Source: an optimization exercise on an open RTL-to-GDS flow (aim: small area and a short achievable clock period). Production flows keep margins and buffers that such runs may drop.
RTL that was checked went through simulation tests only; none was proved equivalent to the original.
Power is estimated from default activity; no workload was simulated.

== run 1 ==
// bt656_rx_top
module bt656_rx_top
#(
   parameter int FIFO_DEPTH = 64
)
(
   input  logic        clk,
   input  logic        rstn,
   input  logic        rx_enable_i,
   input  logic        size_err_clr_i,
   input  logic [7:0]  bt656_data_i,
   output logic        m_axis_tvalid_o,
   input  logic        m_axis_tready_i,
   output logic [7:0]  m_axis_tdata_o,
   output logic        m_axis_tuser_o,
   output logic        m_axis_tlast_o,
   output logic [11:0] width_o,
   output logic [11:0] height_o,
   output logic        size_err_o,
   output logic        overflow_o,
   output logic [15:0] frame_cnt_o
);
Size: ~780 flip-flops.
export LEC_CHECK = 0
export CAP_MARGIN = 20
export CORE_MARGIN = 2
export CORE_UTILIZATION = 75
export CTS_CLUSTER_DIAMETER = 60
export CTS_CLUSTER_SIZE = 25
export SETUP_SLACK_MARGIN = 3.0
export SLEW_MARGIN = 20
create_clock -name core_clock -period 5.5 [get_ports {clk}]
standard.sh (not shown) runs the stock make flow with config.mk's settings and CLKGATE_MAP_FILE= SYNTH_SCRIPT=/design/flow/synth_recipe.tcl, a recipe that flattens the netlist after the stock synthesis.
==> flow/flow/run.sh <==
#!/bin/bash
# The standard layout with two changes: clock tree synthesis adds no
# dummy loads, and the port buffers start at buf_1 (repair resizes them).
set -euo pipefail
cd "$(dirname "$0")/.."
export CTS_ARGS="-sink_clustering_enable -repair_clock_nets -dont_use_dummy_load -sink_clustering_size 18 -sink_clustering_max_diameter 45 -buf_list sky130_fd_sc_hd__clkbuf_8"
export BUFFER_PORTS_ARGS="-buffer_cell sky130_fd_sc_hd__buf_1"
bash standard.sh > standard_flow.log 2>&1
Inputs modified between run 1 and run 2:
# run 1
export LEC_CHECK = 0
export CAP_MARGIN = 20
export CORE_MARGIN = 2
export CORE_UTILIZATION = 75
export CTS_CLUSTER_DIAMETER = 60
export CTS_CLUSTER_SIZE = 25
export SETUP_SLACK_MARGIN = 3.0
export SLEW_MARGIN = 20
create_clock -name core_clock -period 5.5 [get_ports {clk}]
# run 2
export LEC_CHECK = 0
export CAP_MARGIN = 20
export CORE_MARGIN = 2
export CORE_UTILIZATION = 75
export CTS_CLUSTER_DIAMETER = 60
export CTS_CLUSTER_SIZE = 25
export SETUP_SLACK_MARGIN = 2.9
export SLEW_MARGIN = 20
create_clock -name core_clock -period 5.5 [get_ports {clk}]
==> flow/flow/run.sh <==
#!/bin/bash
# The standard layout with two changes: clock tree synthesis adds no
# dummy loads, and the port buffers start at buf_1 (repair resizes them).
set -euo pipefail
cd "$(dirname "$0")/.."
export CTS_ARGS="-sink_clustering_enable -repair_clock_nets -dont_use_dummy_load -sink_clustering_size 16 -sink_clustering_max_diameter 70 -buf_list sky130_fd_sc_hd__clkbuf_8"
export BUFFER_PORTS_ARGS="-buffer_cell sky130_fd_sc_hd__buf_1"
bash standard.sh > standard_flow.log 2>&1
Results
- Going from run 1 to run 2, the total routing usage reported by global routing was found to have gone down by 1.7 points.
- Status: worst setup slack parity (run 2, run 1)
- Across run 2 and run 1, none had a timing, DRC or antenna violation.
- There was hardly any difference in number of I/O port buffers between run 2 and run 1.
### run 2 -> run 3
# run 2
export LEC_CHECK = 0
export CAP_MARGIN = 20
export CORE_MARGIN = 2
export CORE_UTILIZATION = 75
export CTS_CLUSTER_DIAMETER = 60
export CTS_CLUSTER_SIZE = 25
export SETUP_SLACK_MARGIN = 2.9
export SLEW_MARGIN = 20
create_clock -name core_clock -period 5.5 [get_ports {clk}]
# run 3
export LEC_CHECK = 0
export CAP_MARGIN = 20
export CORE_MARGIN = 2
export CORE_UTILIZATION = 70
export CTS_CLUSTER_DIAMETER = 60
export CTS_CLUSTER_SIZE = 25
export SETUP_SLACK_MARGIN = 2.9
export SLEW_MARGIN = 20
create_clock -name core_clock -period 5.5 [get_ports {clk}]
==> flow/flow/run.sh <==
#!/bin/bash
# The standard layout with two changes: clock tree synthesis adds no
# dummy loads, and the port buffers start at buf_1 (repair resizes them).
set -euo pipefail
cd "$(dirname "$0")/.."
export CTS_ARGS="-sink_clustering_enable -repair_clock_nets -dont_use_dummy_load -sink_clustering_size 18 -sink_clustering_max_diameter 45 -buf_list sky130_fd_sc_hd__clkbuf_8"
export BUFFER_PORTS_ARGS="-buffer_cell sky130_fd_sc_hd__buf_1"
bash standard.sh > standard_flow.log 2>&1
[summary]
Both conditions hold for run 3: the flow ran to the end and the final layout passed the timing, design-rule and antenna checks. Going from run 2 to run 3, finished layout cell area increased about 1%; worst hold margin now sits higher; number of instances in the placed design has increased; number of ordinary inverters in the final layout decreased by 1 relative to the old numbers; die area +7.0%.
--- input diff run 3..run 4 ---
# run 3
export LEC_CHECK = 0
export CAP_MARGIN = 20
export CORE_MARGIN = 2
export CORE_UTILIZATION = 70
export CTS_CLUSTER_DIAMETER = 60
export CTS_CLUSTER_SIZE = 25
export SETUP_SLACK_MARGIN = 2.9
export SLEW_MARGIN = 20
create_clock -name core_clock -period 5.5 [get_ports {clk}]
# run 4
export LEC_CHECK = 0
export CAP_MARGIN = 20
export CORE_MARGIN = 2
export CORE_UTILIZATION = 75
export CTS_CLUSTER_DIAMETER = 60
export CTS_CLUSTER_SIZE = 25
export SETUP_SLACK_MARGIN = 2.9
export SLEW_MARGIN = 20
create_clock -name core_clock -period 5.5 [get_ports {clk}]
==> flow/flow/run.sh <==
#!/bin/bash
# The standard layout with two changes: clock tree synthesis adds no
# dummy loads, and the port buffers start at buf_1 (repair resizes them).
set -euo pipefail
cd "$(dirname "$0")/.."
export CTS_ARGS="-sink_clustering_enable -repair_clock_nets -dont_use_dummy_load -sink_clustering_size 22 -sink_clustering_max_diameter 35 -buf_list sky130_fd_sc_hd__clkbuf_8"
export BUFFER_PORTS_ARGS="-buffer_cell sky130_fd_sc_hd__buf_1"
bash standard.sh > standard_flow.log 2>&1
==> comparison <==
m_axis_tuser_o as the end of the critical path was reported by run 3, and m_axis_tlast_o by run 4. Relative to run 3, number of clock-tree buffers in the layout has increased by about 44% in run 4. Summary of run 4 over run 3: minimum setup slack in the final design moved up, total power per unit cell area +5.2%, wire length per cell after detailed routing has remained practically unchanged, global-route wire length before repair lost 0.75%. Leakage dissipation: run 4 higher than run 3. Well-tap cell count of run 4 falls short of that of run 3 by more than 10%. Net switching share of the total power delta (run 4 -> run 3): insignificant. Run 4 ends up with higher power attributed to the clock group than run 3 does.

== indigo ==
bt656_rx_top, a different RTL version from the one above (not shown whole).
For scale: about 28,000 µm² of cells after synthesis.
clock: 5.5 ns
lec_check: 0
cap_margin: 20
core_margin: 2
core_utilization: 40
cts_cluster_diameter: 60
cts_cluster_size: 25
setup_slack_margin: 3.0
slew_margin: 20
==> flow/flow/run.sh <==
#!/bin/bash
# The standard layout with two changes: clock tree synthesis adds no
# dummy loads, and the port buffers start at buf_2 (repair resizes them).
set -euo pipefail
cd "$(dirname "$0")/.."
export CTS_ARGS="-sink_clustering_enable -repair_clock_nets -dont_use_dummy_load -sink_clustering_size 25 -sink_clustering_max_diameter 60"
export BUFFER_PORTS_ARGS="-buffer_cell sky130_fd_sc_hd__buf_2"
bash standard.sh > standard_flow.log 2>&1
indigo finished all stages; the layout is clean.
Input-level comparison between willow and indigo:
==> flow/run.sh (new file) <==
#!/bin/bash
# synth_recipe.tcl (not shown) runs the flow's synth.tcl, then flattens the netlist and writes it again
# the make line also repeats each setting of config.mk as NAME=value (left out here)
make -C /OpenROAD-flow-scripts/flow DESIGN_CONFIG=/design/flow/config.mk WORK_HOME=/design/flow/orfs CLKGATE_MAP_FILE= SYNTH_SCRIPT=/design/flow/synth_recipe.tcl finish
removed: flow/flow/run.sh
removed: flow/standard.sh
### Flow results
Summary of willow over indigo: amount of wire on met2 after detailed routing fell by 1.1%; sequential share of layout area fell by 1.9 points; area of all placed cells without fillers rose by 2.7%; worst-case clock buffer depth stayed essentially flat. ~same global routing met2 resource utilization in willow and indigo. Compared with indigo, willow shows a higher met1 usage. Compare willow and indigo | clock share of power higher: willow. willow vs. indigo: global-route usage saw an increase, maximum achievable frequency about even, worst setup slack now sits higher. Antenna diode instance count in willow is 1 above indigo.
Edits applied to the flow inputs when going from willow to nickel:
# willow
export LEC_CHECK = 0
export CAP_MARGIN = 20
export CORE_MARGIN = 2
export CORE_UTILIZATION = 40
export CTS_CLUSTER_DIAMETER = 60
export CTS_CLUSTER_SIZE = 25
export SETUP_SLACK_MARGIN = 3.0
export SLEW_MARGIN = 20
create_clock -name core_clock -period 5.5 [get_ports {clk}]
# nickel
export LEC_CHECK = 0
export CAP_MARGIN = 20
export CORE_MARGIN = 2
export CORE_UTILIZATION = 40
export CTS_CLUSTER_DIAMETER = 60
export CTS_CLUSTER_SIZE = 25
export SETUP_SLACK_MARGIN = 2.9
export SLEW_MARGIN = 20
create_clock -name core_clock -period 5.5 [get_ports {clk}]
==> flow/flow/run.sh (new file) <==
#!/bin/bash
# The standard layout with two changes: clock tree synthesis adds no
# dummy loads, and the port buffers start at buf_2 (repair resizes them).
set -euo pipefail
cd "$(dirname "$0")/.."
export CTS_ARGS="-sink_clustering_enable -repair_clock_nets -dont_use_dummy_load -sink_clustering_size 16 -sink_clustering_max_diameter 45 -buf_list sky130_fd_sc_hd__clkbuf_8"
export BUFFER_PORTS_ARGS="-buffer_cell sky130_fd_sc_hd__buf_1"
bash standard.sh > standard_flow.log 2>&1
==> flow/standard.sh (new file) <==
#!/bin/bash
# synth_recipe.tcl (not shown) runs the flow's synth.tcl, then flattens the netlist and writes it again
# the make line also repeats each setting of config.mk as NAME=value (left out here)
make -C /OpenROAD-flow-scripts/flow DESIGN_CONFIG=/design/flow/config.mk WORK_HOME=/design/flow/orfs CLKGATE_MAP_FILE= SYNTH_SCRIPT=/design/flow/synth_recipe.tcl "${@:-finish}"
removed: flow/run.sh
[summary]
Final standard cell area without fillers came out lower on nickel than on willow.
Relative to willow, area growth from synthesis to layout has decreased by 2.8 points in nickel.
Lower clock-buffer cell count was reported by willow, not nickel.
Setup changes, nickel to violet
# nickel
export LEC_CHECK = 0
export CAP_MARGIN = 20
export CORE_MARGIN = 2
export CORE_UTILIZATION = 40
export CTS_CLUSTER_DIAMETER = 60
export CTS_CLUSTER_SIZE = 25
export SETUP_SLACK_MARGIN = 2.9
export SLEW_MARGIN = 20
create_clock -name core_clock -period 5.5 [get_ports {clk}]
# violet
export LEC_CHECK = 0
export CAP_MARGIN = 20
export CORE_MARGIN = 2
export CORE_UTILIZATION = 60
export CTS_CLUSTER_DIAMETER = 60
export CTS_CLUSTER_SIZE = 25
export SETUP_SLACK_MARGIN = 2.9
export SLEW_MARGIN = 20
create_clock -name core_clock -period 5.5 [get_ports {clk}]
diff --git a/flow/flow/run.sh b/flow/flow/run.sh
--- a/flow/flow/run.sh
+++ b/flow/flow/run.sh
@@ -6 +6 @@
-export CTS_ARGS="-sink_clustering_enable -repair_clock_nets -dont_use_dummy_load -sink_clustering_size 16 -sink_clustering_max_diameter 45 -buf_list sky130_fd_sc_hd__clkbuf_8"
+export CTS_ARGS="-sink_clustering_enable -repair_clock_nets -dont_use_dummy_load -sink_clustering_size 18 -sink_clustering_max_diameter 45 -buf_list sky130_fd_sc_hd__clkbuf_8"
### Flow results
- violet went all the way through the flow, and no timing, DRC or antenna check failed.
- Looking at termination of the worst setup path, the m_axis_tvalid_o result is from nickel; the m_axis_tuser_o one comes from violet.
- Static leakage came out lower on violet than on nickel.
- Where via count of the routed design is concerned, nickel is outperformed by violet.
- Any difference in final setup slack of the worst path between violet and nickel is small enough to ignore.
- Between violet and nickel, the fraction of cell area in non-clock buffers is lower for violet.
- On final critical-path share of the clock period, violet and nickel are basically level.
- Compared with nickel, in violet total iterations of the first detailed-routing run climbed 1, finished layout cell area dropped 2.4%, footprint of the flip-flops and latches barely changed, core utilization climbed 21 points.
- On maximum net fanout on the critical path: between violet and nickel, it ends up lower for nickel.
- Shortest clock period the worst path allows after layout: nickel vs violet — no meaningful difference
No run of this note included a check of the RTL's function; only the layout flow was run.

bt656_rx_top with an RTL version that a note above also has.
For scale: about 780 flip-flops, ~66 I/O pins, about 0.028 sq mm of cells after synthesis.
==> flow/config.mk <==
export PLATFORM = sky130hd
export DESIGN_NAME = bt656_rx_top
export DESIGN_NICKNAME = bt656_rx_top
export VERILOG_FILES = /design/flow/design.v
export SDC_FILE = /design/flow/constraint.sdc
export NUM_CORES = 4
export LEC_CHECK = 0
export CAP_MARGIN = 20
export CORE_MARGIN = 2
export CORE_UTILIZATION = 75
export CTS_CLUSTER_DIAMETER = 60
export CTS_CLUSTER_SIZE = 25
export GPL_TIMING_DRIVEN = 0
export SETUP_SLACK_MARGIN = 2.9
export SLEW_MARGIN = 20
==> flow/constraint.sdc <==
create_clock -name core_clock -period 5.5 [get_ports {clk}]
set_input_delay 1.1000 -clock core_clock [delete_from_list [all_inputs] [get_ports {clk}]]
set_output_delay 1.1000 -clock core_clock [all_outputs]
set_load 0.01 [all_outputs]
==> flow/flow/run.sh <==
#!/bin/bash
# The standard layout with two changes: clock tree synthesis adds no
# dummy loads, and the port buffers start at buf_1 (repair resizes them).
set -euo pipefail
cd "$(dirname "$0")/.."
export CTS_ARGS="-sink_clustering_enable -repair_clock_nets -dont_use_dummy_load -sink_clustering_size 18 -sink_clustering_max_diameter 45 -buf_list sky130_fd_sc_hd__clkbuf_8"
export BUFFER_PORTS_ARGS="-buffer_cell sky130_fd_sc_hd__buf_1"
bash standard.sh > standard_flow.log 2>&1
The starting point completed with no timing, DRC or antenna violations.
==> next run, changes <==
--- a/flow/config.mk
+++ b/flow/config.mk
@@ -10 +10 @@
-export CORE_UTILIZATION = 75
+export CORE_UTILIZATION = 82
@@ -13 +12,0 @@
-export GPL_TIMING_DRIVEN = 0
After rerunning: Synthesized cell count does not change. Global-route usage came out lower by 2.5 points. Non-clock buffer count came out lower by 113. Synthesized area stays the same. Via count came out lower by a few percent. Cell area came out lower by a few percent. Sequential share of layout area came out higher by 1.8 points.
==> next run, changes <==
==> flow/flow/run.sh (replaced) <==
#!/bin/bash
# The standard layout with three changes: synthesis maps the logic with
# an area-oriented ABC script (flow/abc_area.script in place of ORFS's
# abc_speed.script; the registers are mapped as in the standard
# synthesis), clock tree synthesis adds no dummy loads, and the port
# buffers start at buf_1 (repair resizes them).
set -euo pipefail
cd "$(dirname "$0")/.."
export CTS_ARGS="-sink_clustering_enable -repair_clock_nets -dont_use_dummy_load -sink_clustering_size 16 -sink_clustering_max_diameter 70 -buf_list sky130_fd_sc_hd__clkbuf_8"
export BUFFER_PORTS_ARGS="-buffer_cell sky130_fd_sc_hd__buf_1"
rm -rf scripts_area
cp -r "$FLOW_HOME/scripts" scripts_area
cp flow/abc_area.script scripts_area/abc_speed.script
bash standard.sh SCRIPTS_DIR="$PWD/scripts_area" synth > synth_flow.log 2>&1
bash standard.sh > standard_flow.log 2>&1
==> flow/flow/abc_area.script (new file) <==
&get -n
&st
&dch
&nf -a
&put
--- a/flow/config.mk
+++ b/flow/config.mk
@@ -10 +10 @@
-export CORE_UTILIZATION = 82
+export CORE_UTILIZATION = 75
- The new run went through all stages and came out clean
- synthesized area falls by about 2.6%
- sequential power stays flat
- critical path depth falls by 3
- cell count falls by 0.67%
- clock-buffer cell count does not change
- core utilization falls by 6.7 points
- die area rises by about 6.4%
- clock power barely changes

Setup of build 58:
Starting RTL as in the previous note.
clock: 5.5 ns
lec_check: 0
cap_margin: 20
core_margin: 2
core_utilization: 75
cts_cluster_diameter: 60
cts_cluster_size: 25
setup_slack_margin: 2.9
slew_margin: 20
==> flow/flow/run.sh <==
#!/bin/bash
# The standard layout with two changes: clock tree synthesis adds no
# dummy loads, and the port buffers start at buf_1 (repair resizes them).
set -euo pipefail
cd "$(dirname "$0")/.."
export CTS_ARGS="-sink_clustering_enable -repair_clock_nets -dont_use_dummy_load -sink_clustering_size 30 -sink_clustering_max_diameter 40 -buf_list sky130_fd_sc_hd__clkbuf_16"
export BUFFER_PORTS_ARGS="-buffer_cell sky130_fd_sc_hd__buf_1"
bash standard.sh > standard_flow.log 2>&1
What build 59 does differently from build 58 at the input level:
==> flow/flow/run.sh <==
#!/bin/bash
# The standard layout with two changes: clock tree synthesis adds no
# dummy loads, and the port buffers start at buf_2 (repair resizes them).
set -euo pipefail
cd "$(dirname "$0")/.."
export CTS_ARGS="-sink_clustering_enable -repair_clock_nets -dont_use_dummy_load -sink_clustering_size 18 -sink_clustering_max_diameter 45 -buf_list sky130_fd_sc_hd__clkbuf_8"
export BUFFER_PORTS_ARGS="-buffer_cell sky130_fd_sc_hd__buf_1"
bash standard.sh > standard_flow.log 2>&1
--- a/flow/config.mk
+++ b/flow/config.mk
@@ -10 +10 @@
-export CORE_UTILIZATION = 75
+export CORE_UTILIZATION = 60
==> comparison <==
- Die area: build 59 vs build 58 up 24%
- As far as xor/xnor share of the synthesized area goes, build 59 and build 58 are indistinguishable; the numbers are identical.
- Build 58 has higher final core utilization than build 59.
- Cmp build 59 and build 58 / total instance count after detailed placement / higher: build 59
- Of build 59 and build 58, it is build 59 that has the higher sequential portion of the cell area.
- NOTE: transition at the pin with the smallest max-transition slack in build 59 exceeds that of build 58
Input-level comparison between build 62 and build 59:
==> flow/flow/run.sh <==
#!/bin/bash
# The standard layout with two changes: clock tree synthesis adds no
# dummy loads, and the port buffers start at buf_1 (repair resizes them).
set -euo pipefail
cd "$(dirname "$0")/.."
export CTS_ARGS="-sink_clustering_enable -repair_clock_nets -dont_use_dummy_load -sink_clustering_size 20 -sink_clustering_max_diameter 60 -buf_list sky130_fd_sc_hd__clkbuf_8"
export BUFFER_PORTS_ARGS="-buffer_cell sky130_fd_sc_hd__buf_1"
bash standard.sh > standard_flow.log 2>&1
--- a/flow/config.mk
+++ b/flow/config.mk
@@ -10 +10 @@
-export CORE_UTILIZATION = 60
+export CORE_UTILIZATION = 75
--- outcome ---
Compared with build 59, build 62 shows a higher global router's overall resource usage. Looking at time the final worst path needs with I/O delays and setup across both flows, build 62 is the stronger of the two, with build 59 trailing. Build 62 vs build 59 — cell count after placement dropped by a few percent. Build 62 has more setup slack than build 59. The maximum number of pins on one net before global-route repair of build 62 exceeds that of build 59 by 94%. Delta (build 62 minus build 59): count of placed standard cells in the final layout, fillers left out saw a decrease; initial antenna violation count saw an increase; remaining antenna violation count after routing stayed essentially flat; wire length saw a decrease. Build 62 reports its cell with the biggest individual delay on the critical path as sky130_fd_sc_hd__and2_4 while build 59 reports sky130_fd_sc_hd__and2_1. First-pass GRT wire length for build 62: 7.4% down relative to build 59. Total power was lower in build 62 than in build 59.

==> re-timing with driven ports <==
The results above use ideal ports. As a check the final layouts listed here were re-extracted and re-timed, cells and wires unchanged.
Step 1, drivers: a clkbuf_16 drives clk and a buf_2 each remaining input, both assumed.
Step 2 times the ports against the registers' clock, not the clock port: input delays grow and output delays shrink by t, the midpoint of the rising clock arrivals with the driver on.
Slacks: no drivers / after step 1 / after step 2; pairs: no drivers / after step 1.
| run | shift t [ns] | setup slack, ns | latest minus earliest clock arrival (ns) | worst register clock-pin slew, ns |
|---|---|---|---|---|
| run 1 | 0.714 | 2.931 / 2.884 / 2.420 | 0.067 / 0.067 | 0.11 / 0.11 |
| run 2 | 0.709 | 2.932 / 2.886 / 2.368 | 0.044 / 0.044 | 0.10 / 0.10 |
| run 3 | 0.676 | 2.924 / 2.875 / 2.371 | 0.061 / 0.061 | 0.11 / 0.11 |
| run 4 | 0.694 | 2.933 / 2.888 / 2.414 | 0.078 / 0.078 | 0.09 / 0.09 |
| indigo | 0.641 | 2.916 / 2.845 / 2.445 | 0.057 / 0.057 | 0.10 / 0.10 |
| willow | 0.659 | 2.924 / 2.850 / 2.461 | 0.036 / 0.035 | 0.10 / 0.10 |
| nickel | 0.699 | 2.915 / 2.813 / 2.449 | 0.090 / 0.090 | 0.10 / 0.10 |
| violet | 0.706 | 2.913 / 2.867 / 2.539 | 0.069 / 0.069 | 0.10 / 0.10 |
| the first run of note 3 | 0.728 | 2.819 / 2.778 / 2.330 | 0.053 / 0.053 | 0.12 / 0.12 |
| the second run of note 3 | 0.700 | 2.845 / 2.845 / 2.507 | 0.052 / 0.052 | 0.12 / 0.12 |
| the third run of note 3 | 0.705 | 2.909 / 2.877 / 2.322 | 0.035 / 0.035 | 0.10 / 0.10 |
| build 58 | 0.637 | 2.926 / 2.881 / 2.470 | 0.058 / 0.057 | 0.07 / 0.07 |
| build 59 | 0.712 | 2.922 / 2.875 / 2.401 | 0.074 / 0.073 | 0.10 / 0.10 |
| build 62 | 0.696 | 2.930 / 2.884 / 2.408 | 0.036 / 0.035 | 0.12 / 0.12 |
After both steps setup and hold are still met in every run listed. The setup slack of the third run of note 3, which loses most, moves by -0.032 ns with the drivers and by -0.587 ns with both steps.
